What follows belongs to an exercise in optimizing a design on an open flow for small area; a production flow would make more cautious choices. At most, simulation tests tie the RTL to the original design; equivalence was not proved.

## north
Design game_top, start of the top module:
module game_top #(
    parameter int TROOP_W = 9
) (
    input  logic               clk_100M,
    input  logic               reset,
    input  logic               key_ready,
    input  logic [2:0]         key_data,
    output logic               key_read_fin,
    input  logic               wb_cyc,
    input  logic               wb_stb,
    input  logic               wb_we,
    input  logic [7:0]         wb_adr,
    input  logic [31:0]        wb_dat_i,
    output logic [31:0]        wb_dat_o,
    output logic               wb_ack
);
    localparam int BOARD_W = 10;    
    localparam int POS_W   = 4;     
    localparam int STEP_W  = 12;    
    localparam int GROWTH_PERIOD_LOG2 = 4;
    localparam logic [POS_W-1:0] RED_CROWN_H  = 4'd2;
    localparam logic [POS_W-1:0] RED_CROWN_V  = 4'd3;
    localparam logic [POS_W-1:0] BLUE_CROWN_H = 4'd8;
    localparam logic [POS_W-1:0] BLUE_CROWN_V = 4'd7;
    localparam logic [1:0] NPC  = 2'd0;
    localparam logic [1:0] RED  = 2'd1;
    localparam logic [1:0] BLUE = 2'd2;
  ...
clock: 12.0 ns
lec_check: 0
abc_area: 1
cap_margin: 20
core_margin: 2
core_utilization: 60
gpl_routability_driven: 0
gpl_timing_driven: 1
place_density: 0.72
setup_slack_margin: 0.15
slew_margin: 20
standard.sh (not shown) runs the stock make flow with config.mk's settings and CLKGATE_MAP_FILE= SYNTH_SCRIPT=/design/flow/synth_recipe.tcl, a recipe that flattens the netlist after the stock synthesis.
==> flow/flow/run.sh <==
#!/bin/bash
# Own layout flow: the standard flow (standard.sh) with two changes:
#  - synthesis: Yosys's abc pass maps the logic with flow/abc_map.script, an
#    area-oriented mapping, instead of ORFS's abc script (registers untouched);
#  - clock tree: clkbuf_4 buffers, larger sink clusters, no dummy loads;
#  - port buffers: buf_1 cells (every port still gets its buffer).
# Each tool's output is in orfs/logs (ORFS) and flow_make.log here.
set -euo pipefail
W=$(pwd)
cat > "$W/own_synth.tcl" <<EOS
# The standard synthesis (synth_recipe.tcl), with abc's script replaced
proc abc {args} {
  set i [lsearch -exact \$args -script]
  if {\$i >= 0} { lset args [expr {\$i + 1}] {$W/flow/abc_map.script} }
  puts "abc with script $W/flow/abc_map.script"
  yosys abc {*}\$args
}
source {$W/synth_recipe.tcl}
EOS
# the platform's don't-use cells, and the largest plain buffers
DONT_USE="sky130_fd_sc_hd__probe_p_8 sky130_fd_sc_hd__probec_p_8 sky130_fd_sc_hd__lpflow_bleeder_1 sky130_fd_sc_hd__lpflow_clkbufkapwr_1 sky130_fd_sc_hd__lpflow_clkbufkapwr_16 sky130_fd_sc_hd__lpflow_clkbufkapwr_2 sky130_fd_sc_hd__lpflow_clkbufkapwr_4 sky130_fd_sc_hd__lpflow_clkbufkapwr_8 sky130_fd_sc_hd__lpflow_clkinvkapwr_1 sky130_fd_sc_hd__lpflow_clkinvkapwr_16 sky130_fd_sc_hd__lpflow_clkinvkapwr_2 sky130_fd_sc_hd__lpflow_clkinvkapwr_4 sky130_fd_sc_hd__lpflow_clkinvkapwr_8 sky130_fd_sc_hd__lpflow_decapkapwr_12 sky130_fd_sc_hd__lpflow_decapkapwr_3 sky130_fd_sc_hd__lpflow_decapkapwr_4 sky130_fd_sc_hd__lpflow_decapkapwr_6 sky130_fd_sc_hd__lpflow_decapkapwr_8 sky130_fd_sc_hd__lpflow_inputiso0n_1 sky130_fd_sc_hd__lpflow_inputiso0p_1 sky130_fd_sc_hd__lpflow_inputiso1n_1 sky130_fd_sc_hd__lpflow_inputiso1p_1 sky130_fd_sc_hd__lpflow_inputisolatch_1 sky130_fd_sc_hd__lpflow_isobufsrc_1 sky130_fd_sc_hd__lpflow_isobufsrc_16 sky130_fd_sc_hd__lpflow_isobufsrc_2 sky130_fd_sc_hd__lpflow_isobufsrc_4 sky130_fd_sc_hd__lpflow_isobufsrc_8 sky130_fd_sc_hd__lpflow_isobufsrckapwr_16 sky130_fd_sc_hd__lpflow_lsbuf_lh_hl_isowell_tap_1 sky130_fd_sc_hd__lpflow_lsbuf_lh_hl_isowell_tap_2 sky130_fd_sc_hd__lpflow_lsbuf_lh_hl_isowell_tap_4 sky130_fd_sc_hd__lpflow_lsbuf_lh_isowell_4 sky130_fd_sc_hd__lpflow_lsbuf_lh_isowell_tap_1 sky130_fd_sc_hd__lpflow_lsbuf_lh_isowell_tap_2 sky130_fd_sc_hd__lpflow_lsbuf_lh_isowell_tap_4 sky130_fd_sc_hd__buf_12 sky130_fd_sc_hd__buf_16"
CTS="-sink_clustering_enable -repair_clock_nets -dont_use_dummy_load"
CTS="$CTS -buf_list sky130_fd_sc_hd__clkbuf_4 -sink_clustering_size 10 -sink_clustering_max_diameter 35"
bash "$W/standard.sh" "SYNTH_SCRIPT=$W/own_synth.tcl" "CTS_ARGS=$CTS" \
  "BUFFER_PORTS_ARGS=-buffer_cell sky130_fd_sc_hd__buf_1" "DONT_USE_CELLS=$DONT_USE" finish > "$W/flow_make.log" 2>&1
Other scripts of this flow, unchanged in this note and not shown: flow/flow/abc_map.script
#### Input delta (south over north)
--- a/flow/design.v
+++ b/flow/design.v
@@ -246,39 +246,41 @@
     logic               blocked;
     logic               attack;
     logic               move_req;
     logic [TROOP_W-1:0] dst_new;
     logic [1:0]         dst_own_new;
     logic [TROOP_W-1:0] g_tgt;
     logic [TROOP_W:0]   sent_g;        
+    logic [TROOP_W-1:0] sent_2g;       
     logic [TROOP_W-1:0] src_rel;
     logic               tgt_owned;
     logic               carry_g;       
     logic               gt;            
     logic               capture_owned;
     assign half       = cursor_mode == MOVE_HALF;
     assign sent       = half ? srcv >> 1 : srcv - 1'b1;
     assign src_left   = half ? (srcv >> 1) + TROOP_W'(srcv[0]) : TROOP_W'(1);
     assign g_tgt      = tgt_city ? g_city : g_terr;
     assign sent_g     = {1'b0, sent} - {1'b0, g_tgt};
+    assign sent_2g    = sent_g[TROOP_W-1:0] - g_tgt;
     assign src_rel    = srcv - g_tgt;
     assign own_target = port_own == current_player;
     assign tgt_owned  = port_own != NPC;
     assign carry_g    = port_sum[TROOP_W];    
     assign gt         = sent_g[TROOP_W-1:0] > port_rel;
     assign capture_owned = gt ? (carry_g || !sent_g[TROOP_W]) : (carry_g && !sent_g[TROOP_W]);
     assign capture    = !own_target && (tgt_owned ? capture_owned : sent != '0);
     assign blocked    = tgt_mtn;
     assign attack     = tgt_owned && !own_target;
     assign move_req   = fsm_run && state == IN_ROUND && cursor_mode != CHOOSE
                         && tgt_ok && !blocked;
     logic [TROOP_W-1:0] r_pm_sent;
     assign r_pm_sent  = port_rel + (own_target ? sent : ~sent) + TROOP_W'(!own_target);
     assign dst_new    = !capture   ? r_pm_sent
-                      : tgt_owned  ? sent_g[TROOP_W-1:0] - port_abs
+                      : tgt_owned  ? sent_2g - port_rel
                       :              sent_g[TROOP_W-1:0];
     assign dst_own_new = capture ? current_player : port_own;
     logic               load;
     logic               wr_en;
     logic [3:0]         wr_h;
     logic [3:0]         wr_v;
     logic [1:0]         wr_own;
@@ -452,37 +454,32 @@
             rd_data[9:8]   = cursor_mode;
             rd_data[19:16] = cursor_h;
             rd_data[23:20] = cursor_v;
         end else if (cell_hit) begin
             rd_data[TROOP_W-1:0] = host_troop;
             rd_data[17:16]       = loaded ? PIECE_TAB[2*wb_idx +: 2] : TERRITORY;
             rd_data[25:24]       = loaded ? port_own : NPC;
-            if (req && need_port) {rd_data[9], rd_data[23:18]} = wb_idx;
         end
     end
     always_ff @(posedge clk_100M or posedge reset) begin
         if (reset) begin
             wb_ack <= 1'b0;
             start  <= 1'b0;
         end else begin
             wb_ack <= req;
             start  <= req && wb_we && wb_adr == 8'd0 && wb_dat_i[0];
         end
     end
     always_ff @(posedge clk_100M) begin
         dat_q        <= rd_data;
         defer_q      <= req && need_port && cell_hit;
+        hq_idx       <= wb_idx;
         undo_hit_q   <= wb_idx == tgt_idx;
     end
-    assign hq_idx = {dat_q[9], dat_q[23:18]};
     always_comb begin
         wb_dat_o = dat_q;
-        if (defer_q) begin
-            wb_dat_o[9]     = 1'b0;
-            wb_dat_o[23:18] = '0;
-        end
         if (defer_q && !undo_hit_q) begin
             wb_dat_o[TROOP_W-1:0] = port_abs;
             wb_dat_o[25:24]       = port_own;
         end
     end
 endmodule
Results
south finished every stage and its layout cleared the timing, design-rule and antenna checks. Adder-cell share of the synthesized area sits higher in south than in north. For north, the endpoint of the most critical setup path was wb_dat_o[8], unlike south, where it was wb_dat_o[7]. south vs north — met2 wirelength from detailed routing climbed slightly. Compared with north, in south global-route met3 utilization went down, post-route clock period utilization rose 1.0 points, portion of the layout cell area used by non-clock buffers neither gained nor lost much. Compared with north, south shows via count that has gone up slightly. Against north, number of nets in the layout in south rose slightly. Changes observed in south relative to north: design area +about 0.8%; utilization moved down; clock insertion delay at the later pin of the skew report now sits higher; die footprint went up by about 0.8%. Delta(number of cells on the critical path, south - north) < 0.
The RTL of north was laid out without a check of its function.

-- what the ideal ports hide --
In the flow no input, the clock included, has a driving cell. The finished layouts below were timed again as built, in two steps. Step 1, drivers: a clkbuf_16 drives clk_100M and a buf_2 each remaining input, both assumed. Step 2 times the ports against the registers' clock, not the clock port: input delays grow and output delays shrink by t, the midpoint of the rising clock arrivals with the driver on. Slacks: no drivers / after step 1 / after step 2; pairs: no drivers / after step 1.
| run | shift t [ns] | setup WS [ns] | worst setup path at the end |
|---|---|---|---|
| north | 1.065 | 0.531 / 0.502 / 0.502 | input to output |
| south | 1.117 | 0.410 / 0.382 / 0.313 | input to register |
After both steps every run listed still meets setup and hold. The setup slack of south, which loses most, moves by -0.028 ns with the drivers and by -0.097 ns with both steps.
